Source: an optimization exercise on an open RTL-to-GDS flow (aim: small area, a short achievable clock period and few clock cycles per item). Production flows keep margins and buffers that such runs may drop. Function was checked by simulation only, so behaviour that the tests miss may differ from the original. Power is estimated from default activity; no workload was simulated.

[flow/design.v]
package ppq_pkg;
   localparam int QUEUE_DEPTH = 16;
   localparam int IDX_W = $clog2(QUEUE_DEPTH);
   localparam int CNT_W = $clog2(QUEUE_DEPTH + 1);
   localparam int COUNT_FIELD_W = 5;
   typedef enum logic [1:0] {
      ACT_ENQUEUE = 2'd0,
      ACT_PICK    = 2'd1,
      ACT_STEAL   = 2'd2,
      ACT_NOP     = 2'd3
   } action_type;
   typedef enum logic [1:0] {
      STAT_DONE    = 2'd0,
      STAT_IGNORED = 2'd1,
      STAT_FULL    = 2'd2,
      STAT_EMPTY   = 2'd3
   } status_type;
   typedef enum logic {
      ST_IDLE = 1'b0,
      ST_EXEC = 1'b1
   } state_type;
   typedef struct packed {
      logic load;    
      logic exec;    
   } cmd_type;
   typedef struct packed {
      logic [7:0]               task_id;
      logic [7:0]               task_prio;
      logic                     runnable;
      logic                     task_is_idle;
   } req_fields_type;
   typedef struct packed {
      status_type               status;
      logic [7:0]               out_task_id;
      logic [7:0]               out_task_prio;
      logic                     resched_req;
      logic [COUNT_FIELD_W-1:0] queue_count;
   } rsp_fields_type;
endpackage
module ppq_datapath (
   input  logic        clock,
   input  logic        reset,
   input  logic        exec,
   input  logic [1:0]  act,
   input  logic [7:0]  r_id,
   input  logic [7:0]  r_prio,
   input  logic        r_runnable,
   input  logic        r_idle,
   input  logic        preempt_en,
   output logic [1:0]  rsp_status,
   output logic [7:0]  rsp_id,
   output logic [7:0]  rsp_prio,
   output logic        rsp_resched,
   output logic [4:0]  rsp_count
);
   localparam int N = 16;
   logic [7:0]   task_ff [N];
   logic [7:0]   prio_ff [N];
   logic [N-1:0] occ_ff, head_ff;
   logic [4:0]   count_ff;
   logic [7:0]   run_task_ff, run_prio_ff;
   logic         run_valid_ff, front_mark_ff, resched_ff;
   logic [1:0]   status_ff;
   logic [7:0]   out_id_ff, out_prio_ff;
   logic [N-1:0] tail, rd, lt, eq, same, stay, shift, wr;
   logic         hit, full, empty, front;
   logic         ins, pick_ok, steal_ok, set_resched;
   logic [1:0]   status_in;
   logic [7:0]   rd_id, rd_prio;
   function automatic logic [1:0] cmp8(input logic [7:0] a, input logic [7:0] b);
      logic l, e;
      l = 1'b0;
      e = 1'b1;
      for (int k = 7; k >= 0; k--) begin
         l = l | (e & ~a[k] & b[k]);
         e = e & ~(a[k] ^ b[k]);
      end
      cmp8 = {l, e};
   endfunction
   logic [1:0] crun;
   always_comb begin
      for (int i = 0; i < N; i++) begin
         {lt[i], eq[i]} = cmp8(prio_ff[i], r_prio);
         same[i] = occ_ff[i] && (task_ff[i] == r_id);
         tail[i] = occ_ff[i] && (!occ_ff[(i + 1) % N] || head_ff[(i + 1) % N]);
         rd[i]   = (act == 2'd1) ? head_ff[i] : tail[i];
      end
      crun  = cmp8(r_prio, run_prio_ff);
      front = run_valid_ff && front_mark_ff && (r_id == run_task_ff);
      hit   = |same;
      for (int i = 0; i < N; i++) begin
         stay[i] = occ_ff[i] && (lt[i] || (!front && eq[i]));
      end
      rd_id   = 8'd0;
      rd_prio = 8'd0;
      for (int i = 0; i < N; i++) begin
         rd_id   = rd_id | ({8{rd[i]}} & task_ff[i]);
         rd_prio = rd_prio | ({8{rd[i]}} & prio_ff[i]);
      end
   end
   assign full  = count_ff[4];
   assign empty = !(|occ_ff);
   assign ins         = exec && (act == 2'd0) && !r_idle && !hit && !full;
   assign pick_ok     = exec && (act == 2'd1) && !empty;
   assign steal_ok    = exec && (act == 2'd2) && !empty;
   assign set_resched = !r_runnable && preempt_en && run_valid_ff && crun[1];
   always_comb begin
      case (act)
         2'd0: status_in = (r_idle || hit) ? 2'd1 : full ? 2'd2 : 2'd0;
         2'd1, 2'd2: status_in = empty ? 2'd3 : 2'd0;
         default: status_in = 2'd0;
      endcase
   end
   always_comb begin
      for (int i = 0; i < N; i++) begin
         shift[i] = occ_ff[(i + N - 1) % N] && !stay[(i + N - 1) % N];
         wr[i]    = ins && (shift[i] || (!stay[i] && (stay[(i + N - 1) % N] || head_ff[i])));
      end
   end
   always_ff @(posedge clock) begin
      for (int i = 0; i < N; i++) begin
         task_ff[i] <= ({8{!wr[i]}} & task_ff[i]) | ({8{wr[i] & shift[i]}} & task_ff[(i + N - 1) % N])
                     | ({8{wr[i] & !shift[i]}} & r_id);
         prio_ff[i] <= ({8{!wr[i]}} & prio_ff[i]) | ({8{wr[i] & shift[i]}} & prio_ff[(i + N - 1) % N])
                     | ({8{wr[i] & !shift[i]}} & r_prio);
      end
   end
   always_ff @(posedge clock) begin
      if (exec) begin
         status_ff   <= status_in;
         out_id_ff   <= (act[1] ^ act[0]) && !empty ? rd_id : 8'd0;
         out_prio_ff <= (act[1] ^ act[0]) && !empty ? rd_prio : 8'd0;
      end
   end
   always_ff @(posedge clock) begin
      if (reset) begin
         occ_ff        <= '0;
         head_ff       <= 16'd1;
         count_ff      <= '0;
         run_task_ff   <= '0;
         run_prio_ff   <= '0;
         run_valid_ff  <= 1'b0;
         front_mark_ff <= 1'b0;
         resched_ff    <= 1'b0;
      end else begin
         occ_ff <= (occ_ff | wr) & ~({N{pick_ok}} & head_ff) & ~({N{steal_ok}} & tail);
         if (ins) begin
            count_ff <= count_ff + 5'd1;
            if (set_resched) begin
               resched_ff    <= 1'b1;
               front_mark_ff <= 1'b1;
            end else if (front) begin
               front_mark_ff <= 1'b0;
            end
         end
         if (pick_ok || steal_ok) count_ff <= count_ff - 5'd1;
         if (exec && act == 2'd1) resched_ff <= 1'b0;
         if (pick_ok) begin
            head_ff       <= {head_ff[N-2:0], head_ff[N-1]};
            run_task_ff   <= rd_id;
            run_prio_ff   <= rd_prio;
            run_valid_ff  <= 1'b1;
            front_mark_ff <= 1'b0;
         end
      end
   end
   assign rsp_status  = status_ff;
   assign rsp_id      = out_id_ff;
   assign rsp_prio    = out_prio_ff;
   assign rsp_resched = resched_ff;
   assign rsp_count   = count_ff;
endmodule
module preemptive_priority_ready_queue (
   input  logic        clock,
   input  logic        reset,
   input  logic        req_tvalid,
   output logic        req_tready,
   input  logic [23:0] req_tdata,   
   input  logic [1:0]  req_tuser,   
   output logic        rsp_tvalid,
   input  logic        rsp_tready,
   output logic [23:0] rsp_tdata,   
   output logic [1:0]  rsp_tuser,   
   input  logic        csr_psel,
   input  logic        csr_penable,
   input  logic        csr_pwrite,
   input  logic [2:0]  csr_paddr,
   input  logic [31:0] csr_pwdata,
   output logic [31:0] csr_prdata,
   output logic        csr_pready
);
   logic        preempt_en_ff;
   logic        rsp_valid_ff;
   logic        exec;
   logic [1:0]  rsp_status;
   logic [7:0]  rsp_id, rsp_prio;
   logic        rsp_resched;
   logic [4:0]  rsp_count;
   assign csr_pready = 1'b1;
   assign csr_prdata = {31'b0, preempt_en_ff && !csr_paddr[2]};
   always_ff @(posedge clock) begin
      if (reset) begin
         preempt_en_ff <= 1'b0;
      end else if (csr_psel && csr_penable && csr_pwrite && !csr_paddr[2]) begin
         preempt_en_ff <= csr_pwdata[0];
      end
   end
   assign req_tready = !rsp_valid_ff || rsp_tready;
   assign exec       = req_tvalid && req_tready;
   assign rsp_tvalid = rsp_valid_ff;
   always_ff @(posedge clock) begin
      if (reset) begin
         rsp_valid_ff <= 1'b0;
      end else if (req_tready) begin
         rsp_valid_ff <= req_tvalid;
      end
   end
   ppq_datapath u_datapath (
      .clock       (clock),
      .reset       (reset),
      .exec        (exec),
      .act         (req_tuser),
      .r_id        (req_tdata[7:0]),
      .r_prio      (req_tdata[15:8]),
      .r_runnable  (req_tdata[16]),
      .r_idle      (req_tdata[17]),
      .preempt_en  (preempt_en_ff),
      .rsp_status  (rsp_status),
      .rsp_id      (rsp_id),
      .rsp_prio    (rsp_prio),
      .rsp_resched (rsp_resched),
      .rsp_count   (rsp_count)
   );
   assign rsp_tuser = rsp_status;
   assign rsp_tdata = {2'b00, rsp_count, rsp_resched, rsp_prio, rsp_id};
endmodule
[flow/config.mk]
export PLATFORM = sky130hd
export DESIGN_NAME = preemptive_priority_ready_queue
export DESIGN_NICKNAME = preemptive_priority_ready_queue
export VERILOG_FILES = /design/flow/design.v
export SDC_FILE = /design/flow/constraint.sdc
export NUM_CORES = 4
export LEC_CHECK = 0
export CAP_MARGIN = 20
export CORE_MARGIN = 2
export CORE_UTILIZATION = 40
export SETUP_SLACK_MARGIN = 2.6
export SLEW_MARGIN = 20
[flow/run.sh]
#!/bin/bash
# synth_recipe.tcl (not shown) runs the flow's synth.tcl, then flattens the netlist and writes it again
# the make line also repeats each setting of config.mk as NAME=value (left out here)
make -C /OpenROAD-flow-scripts/flow DESIGN_CONFIG=/design/flow/config.mk WORK_HOME=/design/flow/orfs CLKGATE_MAP_FILE= SYNTH_SCRIPT=/design/flow/synth_recipe.tcl finish
[flow/constraint.sdc]
create_clock -name core_clock -period 5.5 [get_ports {clock}]
set_input_delay 1.1000 -clock core_clock [delete_from_list [all_inputs] [get_ports {clock}]]
set_output_delay 1.1000 -clock core_clock [all_outputs]
set_load 0.01 [all_outputs]
==> impl_metrics.ini, run 1 <==
[status]
status = no timing/DRC/antenna violations

[setup_path]
timing.rr.start = u_datapath.occ_ff[10]$_SDFF_PP0_
crit_chain = buf_12 > buf_12 > buf_12 > buf_8 > xnor2_2 > nand4_1 > nor4_2 > a31oi_2 > nand3_2 > buf_6 > nand3b_4 > buf_12 > buf_16 > buf_12 > buf_16 > a21oi_4 > clkbuf_16 > a2bb2oi_1
crit_slowest_cell = a31oi_2
worstSetupPathType = in2reg
cp.arrival_ns = 3.89
cpMostUsedCell = buf_12
max_stage_delay_ns = 0.29
cp-start-kind = primary input
regToRegSetupSlack_ns = 2.38
r2r-end = u_datapath.count_ff[4]$_SDFFE_PP0P_
cp-end-kind = flip-flop
worstPathMaxFanout = 8
worstRegToRegCells = 11
cp_data_required_time_ns = 6.02

[logic_synthesis]
yosysSeqAreaShare_pct = 34.77
yosys-top-cells-area = dfxtp_1 (32%), a221o_1 (5.4%), xnor2_1 (4.7%)
ys_warn_count = 4
syn_inst = 2246
synth.most_common_cell = dfxtp_1
yosys.area.top_type = dfxtp_1
post_synth_num_cell_types = 89
synth.top_cell.area_share_pct = 32.02
synth_edf_count = 18
ys_ff_latch = 332
synth_area_um2 = 19630
ys.flop_type = dfxtp_1
avgSynthCellArea_um2 = 8.741
async_reset_ff_share_pct = 0
ys_top_cells_by_count = dfxtp_1 (314), inv_1 (168), o22ai_1 (118), nor3_1 (108), xnor2_1 (106)

[final_layout]
layout-drive-gt1-share_pct = 30.67
area_delta_synth_final_pct = 41.88
fin_nets = 2545
utilization_pct = 57.26

[power_and_ir_drop]
p_seq_share_pct = 42.3
power.density_nw_per_um2 = 238.1
sw_frac_of_total_pct = 29.25
p_int_w = 0.004691
combPwrFrac_pct = 16.3
p_leak_nw = 10.49
ir_worst_vdd_mv = 0.2311
p_sw_w = 0.001940
pwr-share-clk_pct = 41.4

[worst_hold_path]
min_to = u_datapath.resched_ff$_SDFFE_PP0P_
worstHoldPathType = reg2reg
min_from = u_datapath.resched_ff$_SDFFE_PP0P_
whs_path_depth = 2

[global_route]
grt_overflow = 0
grt_max_degree = 51
grt_pass1_wl_mm = 137.4
grt_usage_pct = 36.85
grt_pass1_vias = 19989
antenna_found_initial = 4

[clock_tree]
clk_pin_slew_worst_paths_ns = 0.06
cts_hold_buffers = 0
clock-sinks = 332
clk_latency_ns = 0.59
cts_buffers = 40
cts_buffer_depth = 3
cts-root-buf = clkbuf_16
cts_tree = built
htreeDepth = 2

[route]
avgViaCountPerCell = 7.062
drt_iter0_drc = 3497
drc = 0
antenna_left = 0
drtPass1Iterations = 8
vias = 21926
wl_per_cell_um = 31.86
drt_wl_total_mm = 98.94

[sta]
tightest_slew_ns = 0.8796
slew_violations = 0
skew_ns = 0.01970
rsz0062_at_grt = true
fmax_mhz = 296.1
post-route-min-period_ns = 3.377
hold_viol_final = 0
relSlewSlack_pct = 41.15
fin_crit_sh_pct = 61.40
tns_ns = 0
setup_violations = 0

[place]
port_buffers = 55
hpwl_mm = 63.29
gp_congestion = 1.027

[floorplanning]
rows = 81
chipHeight_um = 225.5
dieArea_um2 = 50870
core_um2 = 48650
start_util_pct = 40.36
fp.dieW_um = 225.5
io_pins = 129

[run]
maxCapViolCount = 0
kinds of logic after synthesis:
| logic type | after synthesis | synth area share, % |
|---|---|---|
| AOI/OAI and AO/OA | 788 | 31.55 |
| xor gates and xnor gates | 188 | 8.387 |
| adders and majority gates | 41 | 2.447 |
| buffers and inverters | 397 | 9.604 |
| DFF | 332 | 34.77 |
| muxes | 1 | 0.05099 |
| other | 2 | 0.03825 |
| and+or+nand+nor | 497 | 13.15 |
metal layers:
metal | share of wire (%) | GRT usage, % | vias up
li1 | - | - | 9001
met1 | 38 | 46.82 | 10773
met2 | 42 | 54.74 | 1686
met3 | 12 | 9.752 | 462
met4 | 8.6 | 24.65 | 4
met5 | 0.036 | 0 | -
power by group through the flow:
stage          logic [W]  registers, W  clock network (W)
3_3_place_gp    0.000788       0.00283                  0
5_1_grt          0.00113       0.00281            0.00284
2_1_floorplan   0.000628       0.00274                  0
6_report         0.00108       0.00280            0.00275
4_1_cts         0.000962       0.00278            0.00274
3_5_place_dp    0.000802       0.00283                  0
per-stage QoR:
| stage | area [µm²] | hold WS (ns) | total power (W) | instances | worst slack [ns] |
|---|---|---|---|---|---|
| floorplan | 21040 | 0.4421 | 0.003364 | 2278 | 2.140 |
| global placement | 21300 | 0.4625 | 0.003615 | 2820 | 0.4836 |
| detailed placement | 21310 | 0.4710 | 0.003630 | 2820 | 0.4618 |
| CTS | 25810 | 0.4816 | 0.006474 | 3047 | 2.159 |
| global route | 27850 | 0.5166 | 0.006776 | 3103 | 2.100 |
| finish | 27850 | 0.5028 | 0.006631 | 3105 | 2.123 |
cells in the final DEF, fill, tap and decap left out, types with 36 or more instances in the layout:
cell / n
nor3_4: 42
o22ai_1: 116
buf_6: 46
dfxtp_1: 306
nor3_1: 51
a22oi_1: 97
xor2_1: 74
a2bb2oi_1: 42
buf_12: 64
xnor2_1: 93
a221oi_2: 36
nand4_1: 42
buf_4: 149
nor2_1: 77
a222oi_1: 45
inv_1: 162
a2bb2oi_2: 57
nand2_1: 81
clkbuf_16: 50
a21oi_1: 37
a221o_1: 105
worst max-delay path by stage:
stage	start	end	depth (start not counted)
after floorplan	req_tdata[1]	u_datapath.task_ff[0][0]$_DFF_P_	9
after global placement	req_tdata[5]	u_datapath.task_ff[4][2]$_DFF_P_	11
after detailed placement	req_tdata[5]	u_datapath.task_ff[4][4]$_DFF_P_	11
after CTS	req_tdata[4]	u_datapath.task_ff[0][0]$_DFF_P_	10
after global routing	req_tdata[2]	u_datapath.prio_ff[15][5]$_DFF_P_	17
final	req_tdata[4]	u_datapath.prio_ff[15][2]$_DFF_P_	18
what timing repair did:
item / CTS / global route
cloned: 28 / 10
buffers inserted: 128 / 46
gates resized for setup: 286 / 265
pin swaps: 78 / 126
setup endpoints to repair: 320 / 300
state kept, by name, indices dropped and copies added, names as in the netlist:
name / flops
u_datapath.run_task_ff: 8
u_datapath.status_ff: 2
u_datapath.out_id_ff: 8
u_datapath.run_valid_ff: 1
u_datapath.resched_ff: 1
u_datapath.prio_ff: 128
u_datapath.count_ff: 5
preempt_en_ff: 1
u_datapath.occ_ff: 16
u_datapath.front_mark_ff: 1
u_datapath.task_ff: 128
u_datapath.head_ff: 16
u_datapath.run_prio_ff: 8
u_datapath.out_prio_ff: 8
rsp_valid_ff: 1
area by class of cell:
cell class              count  area [µm²]
inverters                 170       673.1
clock buffers              66        1270
diodes                      2       5.005
repair buffers            351        4462
well taps                 622       778.2
clock inverters             5       50.05
fillers                  4094       20790
multi-input cells        1557       13780
flip-flops and latches    332        6837
critical path: cells and delay by family:
kind                      cells  cell delay, ns
buffers and inverters        10            1.44
AOI/OAI and AO/OA             3            0.68
and+or+nand+nor               4            0.51
xor gates and xnor gates      1            0.12
Testbench counts, summed over its fixed seeds: cycles 12,008, items 12,000.
==> run 2: changes to the inputs <==
--- a/flow/config.mk
+++ b/flow/config.mk
@@ -8,5 +8,5 @@
 export CAP_MARGIN = 20
 export CORE_MARGIN = 2
 export CORE_UTILIZATION = 40
-export SETUP_SLACK_MARGIN = 2.6
+export SETUP_SLACK_MARGIN = 2.0
 export SLEW_MARGIN = 20
==> run 2 against run 1 <==
Highest routed layer is now met4. Combinational power decreased by about 20%. Final cell count is 4.6% lower. Routed wire length fell by 8.7%. Largest power group unchanged. Largest cell class unchanged. Register-to-register slack lost 0.08 ns. Worst hold slack got worse by 0.025 ns. Utilization down 10 points. Critical endpoint is now u_datapath.task_ff[0][5]$_DFF_P_. Synthesized cell count unchanged. Die area is the same. First-iteration DRC count fell by 13%.
==> impl_metrics.ini, run 2 <==
[logic_synthesis]
synth_area_um2 = 19630
synth.most_common_cell = dfxtp_1
ys_ff_latch = 332
syn_inst = 2246
ys_top_cells_by_count = dfxtp_1 (314), inv_1 (168), o22ai_1 (118), nor3_1 (108), xnor2_1 (106)
yosys-top-cells-area = dfxtp_1 (32%), a221o_1 (5.4%), xnor2_1 (4.7%)
ys.flop_type = dfxtp_1
ys_warn_count = 4
synth.top_cell.area_share_pct = 32.02
synth_edf_count = 18
post_synth_num_cell_types = 89
yosys.area.top_type = dfxtp_1
async_reset_ff_share_pct = 0
avgSynthCellArea_um2 = 8.741
yosysSeqAreaShare_pct = 34.77

[final_layout]
area_delta_synth_final_pct = 17.21
final_common_cell = dfxtp_1
design_area_um2 = 23010
fin_nets = 2405
antenna_cells = 0
layout-drive-gt1-share_pct = 14.02
utilization_pct = 47.30
reg_top3 = u_datapath.prio_ff x128, u_datapath.task_ff x128
final_cells = 2961
final_cell_mix = dfxtp_1 (314), inv_1 (164), buf_4 (134), o22ai_1 (117), nor3_1 (108)

[clock_tree]
cts_tree = built
clk_pin_slew_worst_paths_ns = 0.06
cts-root-buf = clkbuf_16
clock-sinks = 332
cts_buffers = 39
cts_buffer_depth = 3
clk_latency_ns = 0.58
htreeDepth = 2
cts_hold_buffers = 0

[route]
dr_wl_met3_mm = 9.428
wl_met1_mm = 35.63
vias = 20426
wl_per_cell_um = 30.50
top_layer = met4
drt_iter0_drc = 3034
drt_wl_total_mm = 90.30
drc = 0
avgViaCountPerCell = 6.898
drtPass1Iterations = 9
dr_wl_met2_mm = 39.27
antenna_left = 0

[setup_path]
worstPathMaxFanout = 12
worstSetupPathType = in2reg
cp_data_required_time_ns = 5.97
cp-start-kind = primary input
cp.arrival_ns = 3.95
crit_slowest_cell = a221o_2
crit_chain = clkbuf_4 > xnor2_2 > nand3_1 > buf_4 > o31ai_4 > buf_4 > nand2_1 > a31oi_4 > o21ai_4 > a221o_2 > a222oi_1
cpMostUsedCell = buf_4
cp-end-kind = flip-flop
max_stage_delay_ns = 0.54

[sta]
hold_viol_final = 0
relSlewSlack_pct = 31.55
post-route-min-period_ns = 3.481
fmax_mhz = 287.3
skew_ns = 0.01586
slew_violations = 0
tightest_slew_ns = 1.027
rsz0062_at_grt = false
fin_crit_sh_pct = 63.29
setup_violations = 0
tns_ns = 0
setup_slack_ns = 2.019

[place]
gp_congestion = 1.051
pre_cts_ws_ns = 0.5109
hpwl_mm = 63.69
port_buffers = 55
dpl.cell_count = 2848
post_dp_cell_area_um2 = 20700

[global_route]
grt_overflow = 0
grt_max_degree = 51
grt_pass1_vias = 19052
antenna_found_initial = 1
grt_pass1_wl_mm = 128.5
grt_usage_pct = 34.10

[status]
status = no timing/DRC/antenna violations

[floorplanning]
fp.dieW_um = 225.5
core_um2 = 48650
dieArea_um2 = 50870
start_util_pct = 40.36
rows = 81
chipHeight_um = 225.5
io_pins = 129

[power_and_ir_drop]
ir_worst_vdd_mv = 0.1727
p_leak_nw = 8.658
power.density_nw_per_um2 = 272.3

[worst_hold_path]
worstHoldPathType = reg2reg

[run]
maxCapViolCount = 0
## run 2: cell counts after synthesis
No cell type changed its count.
## run 2: worst paths after layout
check	end	depth (start not counted)	startpoint	slack, ns
min	u_datapath.resched_ff$_SDFFE_PP0P_	2	u_datapath.resched_ff$_SDFFE_PP0P_	0.48
max	u_datapath.task_ff[0][5]$_DFF_P_	11	req_tdata[2]	2.02
min reg2reg	u_datapath.resched_ff$_SDFFE_PP0P_	2	u_datapath.resched_ff$_SDFFE_PP0P_	0.48
max reg2reg	u_datapath.count_ff[4]$_SDFFE_PP0P_	11	u_datapath.occ_ff[9]$_SDFF_PP0_	2.30
## run 2: cell type report
| type | count | area (µm²) |
|---|---|---|
| Timing Repair Buffer | 217 | 1984 |
| Multi-Input combinational cell | 1552 | 11540 |
| Sequential cell | 332 | 6827 |
| Tap cell | 622 | 778.2 |
| Inverter | 170 | 644.4 |
| Clock buffer | 60 | 1167 |
| Clock inverter | 8 | 67.56 |
| Fill cell | 4699 | 25630 |
## run 2: critical path: cells and delay by family
| kind | cells | cell delay, ns |
|---|---|---|
| buffers and inverters | 3 | 0.69 |
| and+or+nand+nor | 2 | 0.24 |
| xor gates and xnor gates | 1 | 0.16 |
| AOI/OAI and AO/OA | 5 | 1.75 |
## run 2: where the power goes
group / switching (W) / internal, W / leakage, nW
Combinational: 0.000482 / 0.000377 / 5.31
Clock: 0.00112 / 0.00150 / 0.607
Sequential: 0.000217 / 0.00256 / 2.74
Total: 0.00182 / 0.00444 / 8.66
## run 2: kinds of logic after synthesis
group	after synthesis	synth area share, %
AOI/OAI and AO/OA	788	31.55
xor gates and xnor gates	188	8.387
other	2	0.03825
buffers and inverters	397	9.604
adders and majority gates	41	2.447
muxes	1	0.05099
DFF	332	34.77
and+or+nand+nor	497	13.15
## run 2: layer usage
layer	vias up	track usage (%)
li1	8671	-
met1	10043	44.08
met2	1385	52.43
met3	327	7.066
met4	0	20.19
met5	-	0
## run 2: what timing repair did
action | in CTS | in global routing
setup endpoints to repair | 302 | 249
setup buffers | 20 | 19
resized for setup | 80 | 72
pin swaps | 12 | 22
cloned | 2 | 4
## run 2: through the flow
step | hold WS (ns) | total power, W
after global placement | 0.4596 | 0.003568
after floorplan | 0.4421 | 0.003301
after global routing | 0.5021 | 0.006422
after CTS | 0.4752 | 0.006184
final | 0.4782 | 0.006266
after detailed placement | 0.4667 | 0.003584
==> run 3: changes to the inputs <==
--- a/flow/config.mk
+++ b/flow/config.mk
@@ -8,5 +8,7 @@
 export CAP_MARGIN = 20
 export CORE_MARGIN = 2
 export CORE_UTILIZATION = 40
+export CTS_CLUSTER_DIAMETER = 80
+export CTS_CLUSTER_SIZE = 20
 export SETUP_SLACK_MARGIN = 2.0
 export SLEW_MARGIN = 20
==> run 3 against run 2 <==
Critical path depth decreased by 1. Still clean on timing, DRC and antenna. Via count decreased by 1.0%. Register-to-register slack got worse by 0.10 ns. Design area decreased by 2.6%.
==> impl_metrics.ini, run 3 <==
[status]
status = no timing/DRC/antenna violations

[logic_synthesis]
synth_area_um2 = 19630
async_reset_ff_share_pct = 0
yosys-top-cells-area = dfxtp_1 (32%), a221o_1 (5.4%), xnor2_1 (4.7%)
ys_warn_count = 4
ys_top_cells_by_count = dfxtp_1 (314), inv_1 (168), o22ai_1 (118), nor3_1 (108), xnor2_1 (106)
avgSynthCellArea_um2 = 8.741
yosys.area.top_type = dfxtp_1
ys.flop_type = dfxtp_1
syn_inst = 2246
yosysSeqAreaShare_pct = 34.77
synth_edf_count = 18
post_synth_num_cell_types = 89
synth.most_common_cell = dfxtp_1
synth.top_cell.area_share_pct = 32.02
ys_ff_latch = 332

[clock_tree]
cts_buffers = 24
cts_buffer_depth = 3
cts-root-buf = clkbuf_16
cts_hold_buffers = 0
htreeDepth = 1
clock-sinks = 332
clk_latency_ns = 0.59
clk_pin_slew_worst_paths_ns = 0.09
cts_tree = built

[global_route]
grt_pass1_vias = 18776
grt_usage_pct = 33.71
grt_overflow = 0
antenna_found_initial = 1
grt_pass1_wl_mm = 127.5
grt_max_degree = 51

[power_and_ir_drop]
power.density_nw_per_um2 = 248.2
p_sw_w = 0.001732
ir_worst_vdd_mv = 0.2126
totalPowerFinal_w = 0.005563
p_seq_share_pct = 49.9
combPwrFrac_pct = 15.3
p_int_w = 0.003832
sw_frac_of_total_pct = 31.13
pwr-share-clk_pct = 34.8
p_leak_nw = 8.367

[route]
wl_per_cell_um = 30.43
drtPass1Iterations = 6
drt_iter0_drc = 3108
avgViaCountPerCell = 6.894
vias = 20213
drt_wl_total_mm = 89.22
drc = 0
antenna_left = 0

[setup_path]
cp.arrival_ns = 3.97
cp-start-kind = primary input
cp_data_required_time_ns = 5.98
worstPathMaxFanout = 23
startpoint = req_tdata[11]
crit_chain = buf_4 > nand2_1 > buf_4 > o21a_1 > o22ai_1 > a221o_1 > a31oi_4 > o22ai_1 > a211o_4 > a221o_1
worstRegToRegCells = 11
crit_slowest_cell = a211o_4
r2r-end = u_datapath.count_ff[4]$_SDFFE_PP0P_
cp-endpoint = u_datapath.task_ff[8][4]$_DFF_P_
worstSetupPathType = in2reg
regToRegSetupSlack_ns = 2.20
max_stage_delay_ns = 0.47
cp-end-kind = flip-flop
timing.rr.start = u_datapath.occ_ff[9]$_SDFF_PP0_

[sta]
hold_viol_final = 0
setup_violations = 0
post-route-min-period_ns = 3.497
tightest_slew_ns = 1.005
relSlewSlack_pct = 32.98
fin_crit_sh_pct = 63.58
slew_violations = 0
holdWs_ns = 0.4795
rsz0062_at_grt = false
skew_ns = 0.02397
fmax_mhz = 286.0
tns_ns = 0

[final_layout]
utilization_pct = 46.07
final_common_cell = dfxtp_1
final_cells = 2932
reg_top3 = u_datapath.prio_ff x128, u_datapath.task_ff x128
final_cell_mix = dfxtp_1 (314), inv_1 (166), buf_4 (140), o22ai_1 (118), nor3_1 (108)
area_delta_synth_final_pct = 14.15
layout-drive-gt1-share_pct = 12.91
fin_nets = 2387

[floorplanning]
rows = 81
io_pins = 129
start_util_pct = 40.36
dieArea_um2 = 50870
fp.dieW_um = 225.5
chipHeight_um = 225.5
core_um2 = 48650

[place]
port_buffers = 55
hpwl_mm = 63.69
dpl.cell_count = 2848
gp_congestion = 1.051

[run]
maxCapViolCount = 0

[worst_hold_path]
min_from = u_datapath.resched_ff$_SDFFE_PP0P_
worstHoldPathType = reg2reg
run 3: worst min path at each step:
stage,endpoint,cells past startpoint,slack [ns]
final,u_datapath.resched_ff$_SDFFE_PP0P_,2,0.48
after global routing,u_datapath.resched_ff$_SDFFE_PP0P_,2,0.50
after CTS,u_datapath.resched_ff$_SDFFE_PP0P_,2,0.48
after detailed placement,u_datapath.resched_ff$_SDFFE_PP0P_,2,0.47
after global placement,u_datapath.resched_ff$_SDFFE_PP0P_,2,0.46
after floorplan,u_datapath.resched_ff$_SDFFE_PP0P_,2,0.44
run 3: final cells by class:
type | instances | area [µm²]
inverters | 170 | 644.4
multi-input cells | 1552 | 11490
diodes | 1 | 2.502
clock buffers | 29 | 671.9
well taps | 622 | 778.2
fillers | 4738 | 26240
flip-flops and latches | 332 | 6827
repair buffers | 214 | 1892
clock inverters | 12 | 107.6
run 3: cell families (layout without fill, tap and decap cells):
family / count (synthesis) / count (layout) / synth area share [%]
adder cells (fa/ha/maj): 41 / 41 / 2.447
AND/OR/NAND/NOR: 497 / 498 / 13.15
other: 2 / 35 / 0.03825
XOR/XNOR: 188 / 188 / 8.387
multiplexers: 1 / 1 / 0.05099
AO/OA/AOI/OAI: 788 / 790 / 31.55
buffers and inverters: 397 / 425 / 9.604
flip-flops: 332 / 332 / 34.77
run 3: timing repair:
item                       in CTS  in global routing
gates cloned                    2                  3
pin swaps                      12                 20
gates resized for setup        72                 60
setup endpoints to repair     298                240
setup buffers                  19                 18
run 3: per-stage QoR:
| step | setup WS, ns | area, µm² |
|---|---|---|
| after floorplan | 2.008 | 19760 |
| after global placement | 0.5274 | 20700 |
| after detailed placement | 0.5109 | 20700 |
| after CTS | 2.002 | 21980 |
| after global routing | 1.956 | 22410 |
| final | 2.003 | 22410 |
run 3: per-layer routing:
layer / share of wire [%] / GRT usage [%]
met1: 39 / 44.45
met2: 44 / 52.41
met3: 10 / 5.802
met4: 6.6 / 18.33
met5: 0 / 0
run 3: worst max-delay path, delay by kind of cell:
kind / cells / cell delay [ns]
buffers and inverters: 2 / 0.49
AOI/OAI and AO/OA: 7 / 1.96
and+or+nand+nor: 1 / 0.39
run 3: power groups by stage:
stage	clock, W	combinational, W	sequential [W]
finish	0.00194	0.000849	0.00278
global route	0.00203	0.000908	0.00278
CTS	0.00194	0.000794	0.00276
detailed placement	0	0.000764	0.00282
global placement	0	0.000749	0.00282
floorplan	0	0.000567	0.00273
==> run 4: changes to the inputs <==
--- a/flow/config.mk
+++ b/flow/config.mk
@@ -10,5 +10,6 @@
 export CORE_UTILIZATION = 40
 export CTS_CLUSTER_DIAMETER = 80
 export CTS_CLUSTER_SIZE = 20
-export SETUP_SLACK_MARGIN = 2.0
+export SETUP_SLACK_MARGIN = 2.2
 export SLEW_MARGIN = 20
+export TNS_END_PERCENT = 10
==> run 4 against run 3 <==
Final cell count increased by 1.2%. Sequential power about the same. Worst setup slack better by 0.028 ns. Power increased by 2.8%. Worst hold slack better by 0.024 ns. Non-clock buffer count grew 32. Clock power up 4%. Register-to-register slack improved by 0.03 ns.
==> impl_metrics.ini, run 4 <==
[global_route]
grt_usage_pct = 33.73
grt_max_degree = 73
grt_overflow = 0
antenna_found_initial = 1
grt_pass1_vias = 18900
grt_pass1_wl_mm = 127.7

[logic_synthesis]
synth_edf_count = 18
async_reset_ff_share_pct = 0
synth_fa_ha_area_share_pct = 2.447
synthXorXnorAreaFrac_pct = 8.387
synth_area_um2 = 19630
synth_top_family_by_area = compound AO/OA/AOI/OAI gates
ys_warn_count = 4
ys_top_cells_by_count = dfxtp_1 (314), inv_1 (168), o22ai_1 (118), nor3_1 (108), xnor2_1 (106)
ys.flop_type = dfxtp_1
yosysSeqAreaShare_pct = 34.77
synth.top_cell.area_share_pct = 32.02
yosys.area.top_type = dfxtp_1
ys_ff_latch = 332
syn_inst = 2246
synth-simple-area-share_pct = 13.15
muxShareOfSynthArea_pct = 0.05098
synth.most_common_cell = dfxtp_1
yosys-top-cells-area = dfxtp_1 (32%), a221o_1 (5.4%), xnor2_1 (4.7%)
avgSynthCellArea_um2 = 8.741
post_synth_num_cell_types = 89
synth-compound-area-share_pct = 31.55

[setup_path]
cpMostUsedCell = buf_4
crit_chain = buf_8 > buf_6 > xor2_1 > nor4_2 > nand4_1 > o41ai_2 > buf_4 > nor3_4 > nand3b_4 > buf_12 > buf_4 > nor4b_4 > buf_2 > a221o_1
worstPathMaxFanout = 10
cp-end-kind = flip-flop
crit_slowest_cell = buf_2
max_stage_delay_ns = 0.41
crit_family = buffers and inverters
cp_data_required_time_ns = 6.03
worst-path-stages = 14
cp.arrival_ns = 4.00
worstSetupPathType = in2reg
crit_buf_inv = 6
worstRegToRegCells = 11
cp-start-kind = primary input

[sta]
fmax_mhz = 288.3
setup_violations = 0
post-route-min-period_ns = 3.469
rsz0062_at_grt = true
slew_violations = 0
tns_ns = 0
hold_viol_final = 0
tightest_slew_ns = 1.043
fin_crit_sh_pct = 63.07
skew_ns = 0.02814
setup_slack_ns = 2.031
relSlewSlack_pct = 30.49

[final_layout]
layout-drive-gt1-share_pct = 16.33
fill_cells = 4671
reg_top3 = u_datapath.prio_ff x128, u_datapath.task_ff x128
final_cells = 2968
fin_nets = 2421
final_common_cell = dfxtp_1
area_delta_synth_final_pct = 19.77
final_cell_mix = dfxtp_1 (314), inv_1 (164), buf_4 (136), o22ai_1 (115), nor3_1 (108)

[clock_tree]
clk_latency_ns = 0.59
clk_pin_slew_worst_paths_ns = 0.09
cts_hold_buffers = 0
htreeDepth = 1
cts_buffer_depth = 3
clock-sinks = 332
cts_tree = built
cts_buffers = 25
cts-root-buf = clkbuf_16

[floorplanning]
fp.dieW_um = 225.5
rows = 81
start_util_pct = 40.36
core_um2 = 48650
chipHeight_um = 225.5
dieArea_um2 = 50870
io_pins = 129

[power_and_ir_drop]
ir_worst_vdd_mv = 0.2161
power.density_nw_per_um2 = 243.2
p_leak_nw = 8.812

[status]
status = no timing/DRC/antenna violations

[route]
wl_per_cell_um = 30.61
vias = 20651
drt_wl_total_mm = 90.86
drt_iter0_drc = 3419
antenna_left = 0
drtPass1Iterations = 7
avgViaCountPerCell = 6.958
drc = 0

[place]
port_buffers = 55
hpwl_mm = 63.34
gp_congestion = 1.017
dpl.cell_count = 2843
pre_cts_ws_ns = 0.6801

[worst_hold_path]
whs_path_depth = 2
worstHoldPathType = reg2reg

[run]
maxCapViolCount = 0
## run 4: final cells by class
| type | instances | area (µm²) | share of cell area, % |
|---|---|---|---|
| multi-input combinational | 1553 | 11940 | 50.80 |
| sequential | 332 | 6827 | 29.03 |
| timing repair buffer | 246 | 2487 | 10.58 |
| tap | 622 | 778.2 | 3.310 |
| inverter | 170 | 650.6 | 2.767 |
| clock buffer | 28 | 636.9 | 2.708 |
| clock inverter | 16 | 187.7 | 0.7982 |
| antenna | 1 | 2.502 | 0.01064 |
## run 4: through the flow
stage          cell area (µm²)  util, %  hold WS (ns)  total power, W
4_1_cts                  22590    46.43        0.5062        0.005626
2_1_floorplan            19950        -        0.4421        0.003313
5_1_grt                  23510    48.33        0.5281        0.005859
6_report                 23510    48.34        0.5036        0.005719
3_5_place_dp             20780    42.73        0.4938        0.003590
3_3_place_gp             20770    42.70        0.4786        0.003574
## run 4: kinds of logic (layout without fill, tap and decap cells)
logic type               Yosys count  after routing
multiplexers                       1              1
AO/OA/AOI/OAI                    788            791
buffers and inverters            397            460
AND/OR/NAND/NOR                  497            498
adder cells (fa/ha/maj)           41             41
flip-flops                       332            332
other                              2             35
XOR/XNOR                         188            188
## run 4: tightest hold or removal path, cell delays in order (launching register included)
cell and delay, ns:
dfxtp_1 0.32, nor2_1 0.10, a211oi_1 0.05
## run 4: report_power, final
part	switching [W]	internal, W	total (W)
sequential	0.000225	0.00256	0.00279
combinational	0.000497	0.000415	0.000911
clock	0.00106	0.000964	0.00202
total	0.00178	0.00394	0.00572
## run 4: path summary, 6_finish.rpt
| path | startpoint | to | slack, ns |
|---|---|---|---|
| min | u_datapath.run_prio_ff[0]$_SDFFE_PP0P_ | u_datapath.run_prio_ff[0]$_SDFFE_PP0P_ | 0.50 |
| max | req_tdata[4] | u_datapath.task_ff[12][6]$_DFF_P_ | 2.03 |
| max reg2reg | u_datapath.occ_ff[10]$_SDFF_PP0_ | u_datapath.count_ff[4]$_SDFFE_PP0P_ | 2.23 |
| min reg2reg | u_datapath.run_prio_ff[0]$_SDFFE_PP0P_ | u_datapath.run_prio_ff[0]$_SDFFE_PP0P_ | 0.50 |
## run 4: metal layers
layer  up-vias  track usage, %  share of wire (%)
li1       8699               -                  -
met1     10187           45.67                 40
met2      1447           51.42                 43
met3       318           6.467                 12
met4         0           16.36                5.8
met5         -               0                  0
## run 4: repair_timing
action	CTS	global route
setup buffers	39	28
setup endpoints to repair	313	285
gates resized for setup	131	112
cloned	5	8
pin swaps	30	37
hold endpoints to repair	0	0
==> run 5: changes to the inputs <==
--- a/flow/config.mk
+++ b/flow/config.mk
@@ -10,6 +10,5 @@
 export CORE_UTILIZATION = 40
 export CTS_CLUSTER_DIAMETER = 80
 export CTS_CLUSTER_SIZE = 20
-export SETUP_SLACK_MARGIN = 2.2
+export SETUP_SLACK_MARGIN = 2.4
 export SLEW_MARGIN = 20
-export TNS_END_PERCENT = 10
==> run 5 against run 4 <==
Global-route usage grew 2.5 points. Die area is the same. Synthesized cell count unchanged. Non-clock buffer count grew 80. Worst setup slack improved by 0.15 ns. Critical path depth shrank 1. Final cell count up 2.9%.
==> impl_metrics.ini, run 5 <==
[status]
status = no timing/DRC/antenna violations

[floorplanning]
rows = 81
chipHeight_um = 225.5
fp.dieW_um = 225.5
core_um2 = 48650
io_pins = 129
start_util_pct = 40.36
dieArea_um2 = 50870

[final_layout]
layout-drive-gt1-share_pct = 24.30
area_delta_synth_final_pct = 31.74
final_common_cell = dfxtp_1
fin_nets = 2508
multi_input_area_um2 = 12970
final_cell_mix = dfxtp_1 (309), inv_1 (162), buf_4 (161), o22ai_1 (105), a221o_1 (105)
reg_top3 = u_datapath.prio_ff x128, u_datapath.task_ff x128
seqCellArea_um2 = 6835
fill_cells = 4419
antenna_cells = 0

[route]
wl_per_cell_um = 31.69
drt_iter0_drc = 3397
drtPass1Iterations = 12
vias = 21438
drc = 0
avgViaCountPerCell = 7.020
drt_wl_total_mm = 96.78
antenna_left = 0

[setup_path]
regToRegSetupSlack_ns = 2.37
cpMostUsedCell = buf_12
r2r-end = u_datapath.task_ff[10][6]$_DFF_P_
worstSetupPathType = in2reg
timing.rr.start = u_datapath.run_valid_ff$_SDFFE_PP0P_
worstPathMaxFanout = 24
crit_family = simple AND/OR/NAND/NOR gates
crit_buf_inv = 6
cp-start-kind = primary input
crit_chain = buf_12 > buf_4 > xnor2_1 > nand3_1 > nor4_4 > a311oi_4 > buf_6 > and3b_4 > buf_8 > buf_12 > buf_16 > and3_4 > a221o_1
cp.arrival_ns = 3.80
cp_data_required_time_ns = 5.98
crit_slowest_cell = nor4_4
worstRegToRegCells = 14
max_stage_delay_ns = 0.44
cp-end-kind = flip-flop

[logic_synthesis]
synth_area_um2 = 19630
yosys-top-cells-area = dfxtp_1 (32%), a221o_1 (5.4%), xnor2_1 (4.7%)
post_synth_num_cell_types = 89
ys_ff_latch = 332
synth.top_cell.area_share_pct = 32.02
synth_edf_count = 18
ys_warn_count = 4
ys_top_cells_by_count = dfxtp_1 (314), inv_1 (168), o22ai_1 (118), nor3_1 (108), xnor2_1 (106)
synth.most_common_cell = dfxtp_1
async_reset_ff_share_pct = 0
yosysSeqAreaShare_pct = 34.77
avgSynthCellArea_um2 = 8.741
ys.flop_type = dfxtp_1
yosys.area.top_type = dfxtp_1
syn_inst = 2246

[global_route]
grt_max_degree = 51
grt_pass1_wl_mm = 136.1
grt_usage_pct = 36.25
antenna_found_initial = 2
grt_overflow = 0
grt_pass1_vias = 19655

[sta]
rsz0062_at_grt = true
post-route-min-period_ns = 3.323
setup_violations = 0
tns_ns = 0
relSlewSlack_pct = 41.88
skew_ns = 0.01891
hold_viol_final = 0
fin_crit_sh_pct = 60.41
setup_slack_ns = 2.177
fmax_mhz = 301.0
slew_violations = 0
tightest_slew_ns = 0.8718

[power_and_ir_drop]
ir_worst_vdd_mv = 0.2081
power.density_nw_per_um2 = 227.1
p_leak_nw = 9.726

[place]
pre_cts_ws_ns = 0.5658
port_buffers = 55
hpwl_mm = 63.16
gp_congestion = 1.029

[worst_hold_path]
worstHoldPathType = reg2reg
min_from = u_datapath.resched_ff$_SDFFE_PP0P_
whs_path_depth = 2
min_to = u_datapath.resched_ff$_SDFFE_PP0P_

[clock_tree]
htreeDepth = 1
cts_hold_buffers = 0
cts_buffers = 25
clk_latency_ns = 0.59
clk_pin_slew_worst_paths_ns = 0.09
cts_tree = built
cts-root-buf = clkbuf_16
cts_buffer_depth = 3
clock-sinks = 332

[run]
maxCapViolCount = 0
==> run 5: repair_timing <==
action | 4_1_cts | 5_1_grt
pin swaps | 76 | 88
setup buffers | 116 | 40
gates resized for setup | 228 | 140
endpoints found under the setup margin | 331 | 279
gates cloned | 23 | 6
==> run 5: power by group <==
part | switching (W) | internal, W | total [W]
clock | 0.00106 | 0.000967 | 0.00203
sequential | 0.000240 | 0.00256 | 0.00280
combinational | 0.000551 | 0.000492 | 0.00104
total | 0.00185 | 0.00402 | 0.00587
==> run 5: tightest hold or removal path: cells and delay by family (launching register included) <==
kind             cells  cell delay, ns
flip-flops           1            0.35
AND/OR/NAND/NOR      1            0.07
AO/OA/AOI/OAI        1            0.06
==> run 5: worst max path at each step <==
stage                                        end          from  depth (start not counted)
2_1_floorplan   u_datapath.task_ff[0][0]$_DFF_P_  req_tdata[1]                          9
3_3_place_gp   u_datapath.prio_ff[10][4]$_DFF_P_  req_tdata[5]                         10
3_5_place_dp   u_datapath.task_ff[10][6]$_DFF_P_  req_tdata[5]                         10
4_1_cts        u_datapath.prio_ff[10][6]$_DFF_P_  req_tdata[1]                         13
5_1_grt         u_datapath.task_ff[0][4]$_DFF_P_  req_tdata[1]                         10
6_report        u_datapath.task_ff[6][5]$_DFF_P_  req_tdata[5]                         13
==> run 5: cell type report <==
| type | count | area share (%) |
|---|---|---|
| multi-input combinational | 1560 | 50.17 |
| sequential | 332 | 26.43 |
| timing repair buffer | 326 | 14.61 |
| tap | 622 | 3.009 |
| clock buffer | 33 | 2.656 |
| inverter | 170 | 2.525 |
| clock inverter | 11 | 0.6047 |
==> run 5: logic make-up after synthesis <==
kind of cell	count (synthesis)	share of synthesized area, %
and+or+nand+nor	497	13.15
muxes	1	0.05099
xor gates and xnor gates	188	8.387
DFF	332	34.77
AOI/OAI and AO/OA	788	31.55
other	2	0.03825
buffers and inverters	397	9.604
adders and majority gates	41	2.447
==> run 5: metal layers <==
metal / routed length [µm] / track usage [%]
met2: 40300 / 53.86
met4: 7401 / 21.75
met3: 11850 / 8.214
met1: 37210 / 47.83
met5: 14 / 0
==> run 5: per-stage QoR <==
stage | total power [W] | cells | util, % | instance area (µm²) | hold slack [ns]
4_1_cts | 0.005743 | 3008 | 50.77 | 24700 | 0.5067
6_report | 0.005874 | 3054 | 53.17 | 25860 | 0.5100
3_5_place_dp | 0.003620 | 2825 | 43.75 | 21280 | 0.4915
2_1_floorplan | 0.003351 | 2278 | - | 20790 | 0.4421
5_1_grt | 0.006020 | 3054 | 53.17 | 25860 | 0.5264
3_3_place_gp | 0.003607 | 2825 | 43.75 | 21280 | 0.4823
==> run 6: changes to the inputs <==
--- a/flow/config.mk
+++ b/flow/config.mk
@@ -10,5 +10,6 @@
 export CORE_UTILIZATION = 40
 export CTS_CLUSTER_DIAMETER = 80
 export CTS_CLUSTER_SIZE = 20
-export SETUP_SLACK_MARGIN = 2.4
+export PLACE_DENSITY = 0.8
+export SETUP_SLACK_MARGIN = 2.2
 export SLEW_MARGIN = 20
==> run 6 against run 5 <==
Clock skew rose by 0.011 ns. Power decreased by 4.3%. Synthesized area unchanged. Worst setup slack worse by 0.11 ns. Largest power group unchanged. Highest routed layer unchanged.
==> impl_metrics.ini, run 6 <==
[place]
hpwl_mm = 62.63
port_buffers = 55
gp_congestion = 1.022

[global_route]
grt_pass1_vias = 19672
grt_max_degree = 51
grt_pass1_wl_mm = 131.9
antenna_found_initial = 1
grt_usage_pct = 34.90
grt_overflow = 0

[setup_path]
cp_data_required_time_ns = 5.97
crit_slowest_cell = and3b_4
max_stage_delay_ns = 0.47
worstRegToRegCells = 11
cp-start-kind = primary input
timing.rr.start = u_datapath.occ_ff[6]$_SDFF_PP0_
worstPathMaxFanout = 8
cpMostUsedCell = buf_6
regToRegSetupSlack_ns = 2.19
r2r-end = u_datapath.count_ff[4]$_SDFFE_PP0P_
cp.arrival_ns = 3.90
worstSetupPathType = in2reg
crit_chain = buf_6 > buf_12 > buf_4 > xor2_1 > nor3_1 > nand4_1 > and4_4 > nand3_4 > and3b_4 > buf_6 > buf_6 > nand3b_1 > buf_6 > a221o_1
cp-end-kind = flip-flop

[power_and_ir_drop]
power.density_nw_per_um2 = 228.7
ir_worst_vdd_mv = 0.1850
totalPowerFinal_w = 0.005619
p_leak_nw = 9.317

[clock_tree]
cts_buffer_depth = 3
clock-sinks = 332
cts_hold_buffers = 0
htreeDepth = 1
cts_buffers = 23
clk_latency_ns = 0.59
cts_tree = built
cts-root-buf = clkbuf_16
clk_pin_slew_worst_paths_ns = 0.09

[logic_synthesis]
yosysSeqAreaShare_pct = 34.77
yosys-top-cells-area = dfxtp_1 (32%), a221o_1 (5.4%), xnor2_1 (4.7%)
yosys.area.top_type = dfxtp_1
avgSynthCellArea_um2 = 8.741
async_reset_ff_share_pct = 0
synth_area_um2 = 19630
synth_edf_count = 18
ys_top_cells_by_count = dfxtp_1 (314), inv_1 (168), o22ai_1 (118), nor3_1 (108), xnor2_1 (106)
ys.flop_type = dfxtp_1
ys_warn_count = 4
ys_ff_latch = 332
syn_inst = 2246
synth.most_common_cell = dfxtp_1
post_synth_num_cell_types = 89
synth.top_cell.area_share_pct = 32.02

[final_layout]
fill_cells = 4373
final_common_cell = dfxtp_1
layout-drive-gt1-share_pct = 19.78
area_delta_synth_final_pct = 25.14
antenna_cells = 0
fin_nets = 2483
reg_top3 = u_datapath.prio_ff x128, u_datapath.task_ff x128
final_cell_mix = dfxtp_1 (314), inv_1 (163), buf_4 (156), o22ai_1 (117), nor3_1 (108)

[worst_hold_path]
worstHoldPathType = reg2reg
min_from = u_datapath.resched_ff$_SDFFE_PP0P_
min_to = u_datapath.resched_ff$_SDFFE_PP0P_
whs_path_depth = 2

[route]
drtPass1Iterations = 9
wl_per_cell_um = 31.73
vias = 21539
antenna_left = 0
drt_wl_total_mm = 95.92
drt_iter0_drc = 3870
avgViaCountPerCell = 7.125
drc = 0

[floorplanning]
dieArea_um2 = 50870
io_pins = 129
fp.dieW_um = 225.5
core_um2 = 48650
chipHeight_um = 225.5
rows = 81
start_util_pct = 40.36

[sta]
slew_violations = 0
relSlewSlack_pct = 38.31
hold_viol_final = 0
fmax_mhz = 291.5
tns_ns = 0
post-route-min-period_ns = 3.431
setup_violations = 0
rsz0062_at_grt = true
tightest_slew_ns = 0.9240
skew_ns = 0.03002
holdWs_ns = 0.4920
fin_crit_sh_pct = 62.38

[status]
status = no timing/DRC/antenna violations

[run]
maxCapViolCount = 0
==> run 6: cell counts after synthesis <==
Identical to the previous run, type by type.
==> run 6: routing by layer <==
layer	up-vias	global-route usage (%)	share of wire, %
li1	8842	-	-
met1	10266	45.00	36
met2	1954	52.17	41
met3	475	7.875	14
met4	2	23.11	8.6
met5	-	0	0.014
==> run 6: worst max path at each step <==
stage                            start                                end
after floorplan           req_tdata[1]   u_datapath.task_ff[0][0]$_DFF_P_
after global placement    req_tdata[7]  u_datapath.prio_ff[11][7]$_DFF_P_
after detailed placement  req_tdata[7]  u_datapath.prio_ff[11][7]$_DFF_P_
after CTS                 req_tdata[6]   u_datapath.task_ff[2][5]$_DFF_P_
after global routing      req_tdata[2]   u_datapath.prio_ff[0][7]$_DFF_P_
final                     req_tdata[7]   u_datapath.task_ff[2][0]$_DFF_P_
==> run 6: kinds of logic (layout without fill, tap and decap cells) <==
family | after synthesis | count (layout) | synth area share (%)
flip-flops | 332 | 332 | 34.77
buffers and inverters | 397 | 511 | 9.604
adder cells (fa/ha/maj) | 41 | 41 | 2.447
AO/OA/AOI/OAI | 788 | 793 | 31.55
XOR/XNOR | 188 | 188 | 8.387
multiplexers | 1 | 1 | 0.05099
AND/OR/NAND/NOR | 497 | 501 | 13.15
other | 2 | 34 | 0.03825
==> run 6: repair_timing <==
item | in CTS | in global routing
endpoints found under the setup margin | 313 | 264
setup buffers | 69 | 47
endpoints found under the hold margin | 0 | 0
resized for setup | 191 | 153
pin swaps | 51 | 59
gates cloned | 15 | 14
==> run 6: power by group <==
group	leakage, nW	switching [W]	total (W)	internal (W)
Combinational	6.24	0.000536	0.00100	0.000466
Clock	0.342	0.000997	0.00182	0.000822
Sequential	2.74	0.000237	0.00280	0.00256
Total	9.32	0.00177	0.00562	0.00385
==> run 6: layout make-up <==
cell class,count,area [µm²],share of cell area [%]
clock buffers,28,615.6,2.506
clock inverters,8,83.83,0.3412
inverters,170,659.4,2.684
multi-input cells,1558,12240,49.83
flip-flops and latches,332,6827,27.79
well taps,622,778.2,3.168
repair buffers,305,3361,13.68
==> run 6: critical path: cells and delay by family <==
family	cells	cell delay, ns
buffers and inverters	6	0.87
xor gates and xnor gates	1	0.17
AOI/OAI and AO/OA	1	0.36
and+or+nand+nor	6	1.38
==> run 6: metrics by stage <==
| step | util (%) | std cells | instance area (µm²) | setup slack (ns) |
|---|---|---|---|---|
| floorplan | - | 2278 | 19980 | 2.140 |
| global placement | 42.81 | 2842 | 20830 | 0.4493 |
| detailed placement | 42.81 | 2842 | 20830 | 0.4167 |
| CTS | 47.70 | 2962 | 23200 | 2.175 |
| global route | 50.50 | 3023 | 24570 | 2.097 |
| finish | 50.50 | 3023 | 24570 | 2.069 |
==> run 7: changes to the inputs <==
--- a/flow/config.mk
+++ b/flow/config.mk
@@ -10,6 +10,5 @@
 export CORE_UTILIZATION = 40
 export CTS_CLUSTER_DIAMETER = 80
 export CTS_CLUSTER_SIZE = 20
-export PLACE_DENSITY = 0.8
 export SETUP_SLACK_MARGIN = 2.2
 export SLEW_MARGIN = 20
==> run 7 against run 6 <==
Still clean. Clock skew hardly changed. Combinational power fell by about 10%. Via count fell by 4.5%. Final cell count shrank 2.6%. Synthesized area unchanged. Count of clock-buffer cells in the layout is 1 lower. Critical path depth down 3. Worst hold slack got worse by 0.0014 ns. Power increased by 1.3%. Flip-flop and latch count did not move. Critical endpoint is now u_datapath.prio_ff[9][7]$_DFF_P_. Largest cell class unchanged. Largest power group unchanged. Highest routed layer is now met4.
==> impl_metrics.ini, run 7 <==
[status]
status = no timing/DRC/antenna violations

[setup_path]
crit_slowest_cell = a222oi_1
crit_chain = buf_6 > buf_12 > xor2_1 > nor4_1 > nand4_1 > o311ai_4 > nor3_4 > and3b_4 > buf_12 > o2111a_2 > a222oi_1
crit_family = compound AO/OA/AOI/OAI gates
crit_buf_inv = 3
worstSetupPathType = in2reg
cp-end-kind = flip-flop
cpMostUsedCell = buf_12
max_stage_delay_ns = 0.44
cp-start-kind = primary input
worstPathMaxFanout = 16
cp_data_required_time_ns = 5.96
startpoint = req_tdata[3]
cp.arrival_ns = 3.77
timing.rr.start = u_datapath.occ_ff[10]$_SDFF_PP0_

[place]
port_buffers = 55
post_dp_cell_area_um2 = 20810
hpwl_mm = 62.28
gp_congestion = 0.9926
dpl.cell_count = 2836

[floorplanning]
dieArea_um2 = 50870
rows = 81
io_pins = 129
start_util_pct = 40.36
chipHeight_um = 225.5
core_um2 = 48650
fp.dieW_um = 225.5

[route]
vias = 20577
antenna_left = 0
avgViaCountPerCell = 6.987
drt_iter0_drc = 3094
drc = 0
wl_per_cell_um = 30.72
drtPass1Iterations = 9
drt_wl_total_mm = 90.47

[logic_synthesis]
ys.flop_type = dfxtp_1
post_synth_num_cell_types = 89
synth.most_common_cell = dfxtp_1
synth_edf_count = 18
ys_top_cells_by_count = dfxtp_1 (314), inv_1 (168), o22ai_1 (118), nor3_1 (108), xnor2_1 (106)
yosys-top-cells-area = dfxtp_1 (32%), a221o_1 (5.4%), xnor2_1 (4.7%)
syn_inst = 2246
avgSynthCellArea_um2 = 8.741
synth_area_um2 = 19630
ys_warn_count = 4
yosysSeqAreaShare_pct = 34.77
ys_ff_latch = 332
synth.top_cell.area_share_pct = 32.02
yosys.area.top_type = dfxtp_1
async_reset_ff_share_pct = 0

[global_route]
grt_usage_pct = 33.74
grt_pass1_wl_mm = 127.8
antenna_found_initial = 2
grt_pass1_vias = 18750
grt_overflow = 0
grt_max_degree = 56

[sta]
slew_violations = 0
setup_violations = 0
tightest_slew_ns = 1.024
relSlewSlack_pct = 31.74
skew_ns = 0.02971
tns_ns = 0
fmax_mhz = 302.4
fin_crit_sh_pct = 60.12
post-route-min-period_ns = 3.307
rsz0062_at_grt = true
hold_viol_final = 0

[clock_tree]
cts_buffers = 25
cts_hold_buffers = 0
htreeDepth = 1
cts_tree = built
cts_buffer_depth = 3
clk_latency_ns = 0.60
clock-sinks = 332
cts-root-buf = clkbuf_16
clk_pin_slew_worst_paths_ns = 0.09

[worst_hold_path]
min_from = u_datapath.resched_ff$_SDFFE_PP0P_
worstHoldPathType = reg2reg

[final_layout]
reg_top3 = u_datapath.prio_ff x128, u_datapath.task_ff x128
final_common_cell = dfxtp_1
fin_nets = 2398
final_cells = 2945
layout-drive-gt1-share_pct = 15.12
area_delta_synth_final_pct = 18.79
design_area_um2 = 23320
utilization_pct = 47.94
final_cell_mix = dfxtp_1 (314), inv_1 (163), o22ai_1 (117), nor3_1 (108), buf_4 (107)

[power_and_ir_drop]
p_seq_share_pct = 48.9
ir_worst_vdd_mv = 0.2480
p_int_w = 0.003927
p_leak_nw = 8.803
p_sw_w = 0.001767
power.density_nw_per_um2 = 244.2
pwr-share-clk_pct = 35.3
sw_frac_of_total_pct = 31.03
combPwrFrac_pct = 15.8

[run]
maxCapViolCount = 0
[run 7: cell count changes in the layout (fill, tap and decap cells not counted), moves of 11 or more]
cell and change:
a221oi_1 +11, a221oi_2 -12, a2bb2oi_1 +13, a2bb2oi_2 -13
buf_4 -49, buf_6 -12, xor2_1 +11
[run 7: cell type report]
type,count,area (µm²)
inverters,170,651.9
clock buffers,27,633.1
flip-flops and latches,332,6827
clock inverters,16,192.7
well taps,622,778.2
fillers,4642,25330
repair buffers,222,2364
diodes,2,5.005
multi-input cells,1554,11870
[run 7: worst min-delay path: stages (launching register included)]
cell and delay (ns):
dfxtp_1 0.32, nand2_1 0.06, a22oi_1 0.06
[run 7: logic make-up (layout without fill, tap and decap cells)]
family	after synthesis	after routing	synth area share (%)
AO/OA/AOI/OAI	788	791	31.55
XOR/XNOR	188	188	8.387
adder cells (fa/ha/maj)	41	41	2.447
buffers and inverters	397	435	9.604
flip-flops	332	332	34.77
multiplexers	1	1	0.05099
other	2	36	0.03825
AND/OR/NAND/NOR	497	499	13.15
[run 7: repair_timing]
item | CTS | global route
setup buffers | 25 | 22
pin swaps | 28 | 37
resized for setup | 102 | 106
gates cloned | 8 | 9
setup endpoints to repair | 313 | 281
[run 7: final timing paths]
path | slack (ns) | depth (start not counted) | endpoint
worst min-delay path | 0.49 | 2 | u_datapath.resched_ff$_SDFFE_PP0P_
worst min register to register | 0.49 | 2 | u_datapath.resched_ff$_SDFFE_PP0P_
worst max register to register | 2.26 | 11 | u_datapath.count_ff[4]$_SDFFE_PP0P_
worst max-delay path | 2.19 | 11 | u_datapath.prio_ff[9][7]$_DFF_P_
[run 7: routing by layer]
| metal | wire length (µm) | up-vias | track usage, % | part of all wire, % |
|---|---|---|---|---|
| met2 | 39350 | 1453 | 52.16 | 43 |
| met4 | 6130 | 0 | 17.33 | 6.8 |
| li1 | - | 8671 | - | - |
| met3 | 9742 | 344 | 6.741 | 11 |
| met1 | 35240 | 10109 | 44.55 | 39 |
| met5 | 0 | - | 0 | 0 |
[run 7: per-stage QoR]
stage                     setup WS [ns]  total power [W]  hold WS, ns
after floorplan                   2.140         0.003316       0.4421
after global placement           0.7379         0.003578       0.4697
after detailed placement         0.7071         0.003594       0.4842
after CTS                         2.149         0.005603       0.4996
after global routing              2.134         0.005852       0.5296
final                             2.193         0.005694       0.4906
[run 7: power by group through the flow]
stage / sequential, W / clock [W] / combinational (W)
after global routing: 0.00279 / 0.00211 / 0.000957
after CTS: 0.00277 / 0.00201 / 0.000824
after global placement: 0.00282 / 0 / 0.000756
after floorplan: 0.00273 / 0 / 0.000581
after detailed placement: 0.00282 / 0 / 0.000770
final: 0.00278 / 0.00201 / 0.000900
==> run 8: changes to the inputs <==
--- a/flow/config.mk
+++ b/flow/config.mk
@@ -10,5 +10,5 @@
 export CORE_UTILIZATION = 40
 export CTS_CLUSTER_DIAMETER = 80
 export CTS_CLUSTER_SIZE = 20
-export SETUP_SLACK_MARGIN = 2.2
+export SETUP_SLACK_MARGIN = 2.3
 export SLEW_MARGIN = 20
==> run 8 against run 7 <==
Worst setup slack improved by 0.045 ns. Via count rose by 3.0%. Sequential power hardly changed. Critical path type unchanged.
==> impl_metrics.ini, run 8 <==
[sta]
relSlewSlack_pct = 21.60
hold_viol_final = 0
holdWs_ns = 0.5005
post-route-min-period_ns = 3.262
tightest_slew_ns = 1.168
rsz0062_at_grt = true
fin_crit_sh_pct = 59.30
setup_slack_ns = 2.238
tns_ns = 0
setup_violations = 0
fmax_mhz = 306.6
skew_ns = 0.02046
slew_violations = 0

[route]
drt_wl_total_mm = 96.81
drc = 0
avgViaCountPerCell = 7.083
vias = 21192
antenna_left = 0
drtPass1Iterations = 9
drt_iter0_drc = 3684
wl_per_cell_um = 32.35

[logic_synthesis]
synth_area_um2 = 19630
synth_fa_ha_area_share_pct = 2.447
synth.most_common_cell = dfxtp_1
muxShareOfSynthArea_pct = 0.05098
synth-simple-area-share_pct = 13.15
ys_ff_latch = 332
post_synth_num_cell_types = 89
yosysSeqAreaShare_pct = 34.77
avgSynthCellArea_um2 = 8.741
yosys-top-cells-area = dfxtp_1 (32%), a221o_1 (5.4%), xnor2_1 (4.7%)
ys_top_cells_by_count = dfxtp_1 (314), inv_1 (168), o22ai_1 (118), nor3_1 (108), xnor2_1 (106)
async_reset_ff_share_pct = 0
ys.flop_type = dfxtp_1
synth.top_cell.area_share_pct = 32.02
synth_edf_count = 18
syn_inst = 2246
ys_warn_count = 4
synthXorXnorAreaFrac_pct = 8.387
synth-compound-area-share_pct = 31.55
yosys.area.top_type = dfxtp_1
synth_top_family_by_area = compound AO/OA/AOI/OAI gates

[floorplanning]
rows = 81
dieArea_um2 = 50870
core_um2 = 48650
io_pins = 129
start_util_pct = 40.36
chipHeight_um = 225.5
fp.dieW_um = 225.5

[place]
pre_cts_ws_ns = 0.6893
hpwl_mm = 63.59
dpl.cell_count = 2832
port_buffers = 55
gp_congestion = 1.000

[clock_tree]
cts_hold_buffers = 0
cts_buffer_depth = 3
cts_tree = built
cts_buffers = 24
clock-sinks = 332
clk_latency_ns = 0.59
htreeDepth = 1
clk_pin_slew_worst_paths_ns = 0.08
cts-root-buf = clkbuf_16

[power_and_ir_drop]
p_leak_nw = 9.187
sw_frac_of_total_pct = 30.84
p_seq_share_pct = 48.1
combPwrFrac_pct = 16.9
pwr-share-clk_pct = 35.1
power.density_nw_per_um2 = 237.6
p_int_w = 0.004014
p_sw_w = 0.001790
ir_worst_vdd_mv = 0.2592

[setup_path]
cp-end-kind = flip-flop
cp.arrival_ns = 3.73
crit_chain = buf_12 > buf_12 > xor2_2 > nor4_2 > nand4_1 > and4_4 > nand3_4 > nand3b_4 > buf_12 > buf_8 > buf_6 > nor4b_4 > buf_4 > buf_6 > a221o_1
regToRegSetupSlack_ns = 2.26
r2r-end = u_datapath.run_task_ff[7]$_SDFFE_PP0P_
max_stage_delay_ns = 0.32
cp_data_required_time_ns = 5.97
worstRegToRegCells = 7
crit_family = simple AND/OR/NAND/NOR gates
cpMostUsedCell = buf_12
worstSetupPathType = in2reg
cp-start-kind = primary input
crit_buf_inv = 7
crit_slowest_cell = nor4_2
worstPathMaxFanout = 13
timing.rr.start = u_datapath.occ_ff[6]$_SDFF_PP0_

[final_layout]
utilization_pct = 50.22
final_common_cell = dfxtp_1
layout-drive-gt1-share_pct = 18.10
final_cells = 2992
final_cell_mix = dfxtp_1 (312), inv_1 (162), buf_4 (132), o22ai_1 (116), nor3_1 (107)
fin_nets = 2446
reg_top3 = u_datapath.prio_ff x128, u_datapath.task_ff x128
area_delta_synth_final_pct = 24.43
antenna_cells = 0

[worst_hold_path]
whs_path_depth = 2
min_to = u_datapath.resched_ff$_SDFFE_PP0P_
worstHoldPathType = reg2reg
min_from = u_datapath.resched_ff$_SDFFE_PP0P_

[global_route]
grt_pass1_wl_mm = 133.8
grt_pass1_vias = 19159
grt_usage_pct = 35.79
grt_overflow = 0
antenna_found_initial = 0
grt_max_degree = 51

[status]
status = no timing/DRC/antenna violations

[run]
maxCapViolCount = 0
-- run 8: cell counts after synthesis --
No cell type changed its count.
-- run 8: worst max path at each step --
stage | depth (start not counted) | slack (ns) | startpoint | end
after floorplan | 9 | 2.14 | req_tdata[1] | u_datapath.task_ff[0][0]$_DFF_P_
after global placement | 11 | 0.73 | req_tdata[6] | u_datapath.task_ff[2][5]$_DFF_P_
after detailed placement | 11 | 0.69 | req_tdata[6] | u_datapath.task_ff[2][3]$_DFF_P_
after CTS | 12 | 2.25 | req_tdata[1] | u_datapath.task_ff[6][2]$_DFF_P_
after global routing | 10 | 2.20 | req_tdata[1] | u_datapath.prio_ff[0][2]$_DFF_P_
final | 15 | 2.24 | req_tdata[0] | u_datapath.task_ff[8][7]$_DFF_P_
-- run 8: metal layers --
metal | global-route usage (%) | vias up | routed length [µm]
met4 | 21.34 | 0 | 6803
met5 | 0 | - | 0
met1 | 46.93 | 10362 | 37490
met2 | 54.56 | 1654 | 41280
met3 | 6.858 | 383 | 11230
li1 | - | 8793 | -
-- run 8: metrics by stage --
stage,area [µm²],total power (W)
floorplan,20200,0.003330
global placement,20930,0.003600
detailed placement,20950,0.003613
CTS,23560,0.005703
global route,24430,0.005945
finish,24430,0.005805
-- run 8: cells by family after synthesis --
kind of cell | Yosys count
multiplexers | 1
AO/OA/AOI/OAI | 788
adder cells (fa/ha/maj) | 41
XOR/XNOR | 188
other | 2
flip-flops | 332
buffers and inverters | 397
AND/OR/NAND/NOR | 497
-- run 8: layout make-up --
| cell class | count | area [µm²] |
|---|---|---|
| clock inverters | 14 | 195.2 |
| flip-flops and latches | 332 | 6829 |
| clock buffers | 29 | 640.6 |
| inverters | 170 | 656.9 |
| multi-input cells | 1558 | 12210 |
| fillers | 4488 | 24220 |
| well taps | 622 | 778.2 |
| repair buffers | 267 | 3123 |
-- run 8: repair_timing --
item | in CTS | in global routing
setup buffers | 58 | 32
endpoints found under the setup margin | 314 | 267
resized for setup | 186 | 99
pin swaps | 46 | 64
cloned | 17 | 10
-- run 8: power groups by stage --
| stage | Combinational, W | Clock [W] | Sequential (W) |
|---|---|---|---|
| floorplan | 0.000595 | 0 | 0.00274 |
| global placement | 0.000773 | 0 | 0.00283 |
| detailed placement | 0.000787 | 0 | 0.00283 |
| CTS | 0.000901 | 0.00203 | 0.00277 |
| global route | 0.00103 | 0.00212 | 0.00279 |
| finish | 0.000979 | 0.00204 | 0.00279 |
-- run 8: worst register-to-register path: stages, from the launching register on --
cell      delay [ns]
dfxtp_1         0.95
o21ai_0         0.42
o21ai_1         0.65
buf_4           0.39
a22oi_1         0.11
nand4_1         0.19
nor2_1          0.13
a211oi_1        0.30

[afterwards: timing with drivers on the ports]
How much do the figures lean on ideal ports? The routed layouts below were timed once more, with nothing changed but the port constraints. Step 1, drivers: a clkbuf_16 drives clock and a buf_2 each remaining input, both assumed. Step 2 also shifts input and output timing later by t, the mid clock arrival at the registers, as if the neighbouring blocks saw the same clock. a / b / c = no drivers / after step 1 / after step 2; a / b = the first two.
| run | t (ns) | slack for setup (ns) |
|---|---|---|
| run 1 | 0.643 | 2.123 / 2.033 / 1.390 |
| run 2 | 0.627 | 2.019 / 2.046 / 1.419 |
| run 3 | 0.642 | 2.003 / 2.038 / 1.396 |
| run 4 | 0.635 | 2.031 / 2.032 / 1.397 |
| run 5 | 0.639 | 2.177 / 2.133 / 1.494 |
| run 6 | 0.630 | 2.069 / 1.992 / 1.362 |
| run 7 | 0.637 | 2.193 / 2.218 / 1.581 |
| run 8 | 0.640 | 2.238 / 2.189 / 1.549 |
After both steps every run listed still meets setup and hold.
